This design comes from an exercise in tuning for small area, a short achievable clock period and few clock cycles per item on the open sky130 flow, not from production work.
Power is estimated from default activity; no workload was simulated.

==> module execControl, before the edit <==
module execControl (
	input logic clk,
	input logic rst,
	input logic start,
	input logic [2:0] op,
	input execPkg::word_t opA,
	input execPkg::word_t opB,
	output execPkg::word_t latA,
	output execPkg::word_t latB,
	output logic [2:0] latOp,
	output logic [execPkg::mulDigits-1:0] digOne,  
	output logic [execPkg::mulDigits-1:0] digTwo,
	output logic [execPkg::mulDigits-1:0] digNeg,
	input execPkg::word_t aluSum,
	input execPkg::word_t aluCarry,
	input logic aluCin,
	input logic aluNeq,
	input logic aluLt,
	input execPkg::word_t nextSum,
	input execPkg::word_t nextCarry,
	output execPkg::word_t accSum,
	output execPkg::word_t accCarry,
	output logic firstStep,
	output execPkg::word_t result,
	output logic neq,
	output logic lt,
	output logic done,
	output logic busy
);
	localparam int W = execPkg::dataWidth;
	localparam int NB = execPkg::mulBits;
	localparam int D = execPkg::mulDigits;
	logic accept;
	logic valid;  
	logic last;  
	logic nextLast;
	logic stepping;  
	logic shift;  
	logic shiftQ;
	logic mulAccept;
	logic nextStepping;
	logic rowsDone;  
	logic accCin;
	logic rowNeq;  
	logic rowLt;
	execPkg::word_t sum;
	logic [NB:0] digBits;  
	logic [D-1:0] nextOne;
	logic [D-1:0] nextTwo;
	logic [D-1:0] nextNeg;
	assign shift = shiftQ;
	assign busy = shiftQ;
	assign accept = start && !busy && (op != 3'd7);  
	assign mulAccept = accept && (op == execPkg::opMul);
	assign nextStepping = mulAccept || shift;
	always_ff @(posedge clk) begin
		if (rst) begin
			valid <= 1'b0;
			firstStep <= 1'b0;
			stepping <= 1'b0;
			shiftQ <= 1'b0;
			rowsDone <= 1'b0;
			done <= 1'b0;
		end else begin
			valid <= accept;
			firstStep <= mulAccept;
			stepping <= nextStepping;
			shiftQ <= nextStepping && !nextLast;
			rowsDone <= (valid && !firstStep) || (stepping && last);
			done <= rowsDone;
		end
	end
	always_ff @(posedge clk) begin
		if (shift) begin
			latA <= latA << NB;
			latB <= execPkg::word_t'($signed(latB) >>> NB);
		end else begin
			latA <= opA;
			latB <= opB;
			latOp <= op;
		end
	end
	assign digBits = shift ? latB[2*NB-1:NB-1] : {opB[NB-1:0], 1'b0};
	assign nextLast = shift ? (latB[W-1:2*NB-1] == {(W-2*NB+1){latB[W-1]}})
		: (opB[W-1:NB-1] == {(W-NB+1){opB[W-1]}});
	always_comb begin
		for (int j = 0; j < D; j++) begin
			nextOne[j] = digBits[2*j+1] ^ digBits[2*j];
			nextTwo[j] = (digBits[2*j+2] && !digBits[2*j+1] && !digBits[2*j])
				|| (!digBits[2*j+2] && digBits[2*j+1] && digBits[2*j]);
			nextNeg[j] = digBits[2*j+2];
		end
	end
	always_ff @(posedge clk) begin
		digOne <= nextOne;
		digTwo <= nextTwo;
		digNeg <= nextNeg;
		last <= nextLast;
	end
	always_ff @(posedge clk) begin
		if (stepping) begin
			accSum <= nextSum;
			accCarry <= nextCarry;
			accCin <= 1'b0;
		end else begin
			accSum <= aluSum;
			accCarry <= aluCarry;
			accCin <= aluCin;
		end
		if (valid) begin
			rowNeq <= aluNeq;
			rowLt <= aluLt;
		end
		result <= sum;
		neq <= rowNeq;
		lt <= rowLt;
	end
	addPrefix adder (
		.a(accSum),
		.b(accCarry),
		.cin(accCin),
		.sum(sum)
	);
endmodule
clock: 6.0 ns
lec_check: 0
abc_area: 1
cap_margin: 20
core_margin: 2
core_utilization: 40
slew_margin: 20
run.sh (not shown) runs the stock make flow with config.mk's settings and CLKGATE_MAP_FILE= SYNTH_SCRIPT=/design/flow/synth_recipe.tcl, a recipe that flattens the netlist after the stock synthesis.
Change:
--- a/flow/design.v
+++ b/flow/design.v
@@ -1007,44 +1007,38 @@
 	localparam int W = execPkg::dataWidth;
 	localparam int NB = execPkg::mulBits;
 	localparam int D = execPkg::mulDigits;
 	logic accept;
 	logic valid;  
+	logic more;  
 	logic last;  
 	logic nextLast;
 	logic stepping;  
 	logic shift;  
-	logic shiftQ;
-	logic mulAccept;
-	logic nextStepping;
 	logic rowsDone;  
 	logic accCin;
 	logic rowNeq;  
 	logic rowLt;
 	execPkg::word_t sum;
 	logic [NB:0] digBits;  
 	logic [D-1:0] nextOne;
 	logic [D-1:0] nextTwo;
 	logic [D-1:0] nextNeg;
-	assign shift = shiftQ;
-	assign busy = shiftQ;
+	assign firstStep = valid && (latOp == execPkg::opMul);
+	assign stepping = firstStep || more;
+	assign shift = stepping && !last;
+	assign busy = shift;
 	assign accept = start && !busy && (op != 3'd7);  
-	assign mulAccept = accept && (op == execPkg::opMul);
-	assign nextStepping = mulAccept || shift;
 	always_ff @(posedge clk) begin
 		if (rst) begin
 			valid <= 1'b0;
-			firstStep <= 1'b0;
-			stepping <= 1'b0;
-			shiftQ <= 1'b0;
+			more <= 1'b0;
 			rowsDone <= 1'b0;
 			done <= 1'b0;
 		end else begin
 			valid <= accept;
-			firstStep <= mulAccept;
-			stepping <= nextStepping;
-			shiftQ <= nextStepping && !nextLast;
+			more <= shift;
 			rowsDone <= (valid && !firstStep) || (stepping && last);
 			done <= rowsDone;
 		end
 	end
 	always_ff @(posedge clk) begin
Result: Routed wire length decreases by about 5%. Sequential share of layout area decreases by 0.30 points. Combinational power increases by about 12%. Setup slack loses 0.44 ns. Synthesized cell count increases by 2.4%. Design area increases by 0.32%. Via count stays flat. Register-to-register slack hardly moves. Utilization barely changes. Non-clock buffer count increases by 2. Area after synthesis barely changes. Clock-buffer cell count is unchanged. Final cell count increases by about 2.1%.
No functional check of the RTL was part of any run of this note.

## afterwards: timing with drivers on the ports
Ports are ideal in the flow. The routed layouts listed here were re-timed in OpenROAD.
Step 1, drivers: a clkbuf_16 drives clk and a buf_2 each remaining input, both assumed.
Step 2 moves the port delays by t, midway between the first and last clock arrival at a register: inputs arrive t later, outputs are due t later. That takes back most of the time a late clock gives input paths.
a / b / c = no drivers / after step 1 / after step 2; a / b = the first two.
run	t (ns)	setup WS [ns]	worst hold slack (ns)	worst data-port slew with drivers (ns)
the first run	0.523	2.308 / 2.308 / 2.308	0.360 / 0.360 / 0.360	0.04
the second run	0.543	1.868 / 1.810 / 2.309	0.362 / 0.362 / 0.362	0.06
After both steps setup and hold are still met in every run listed.
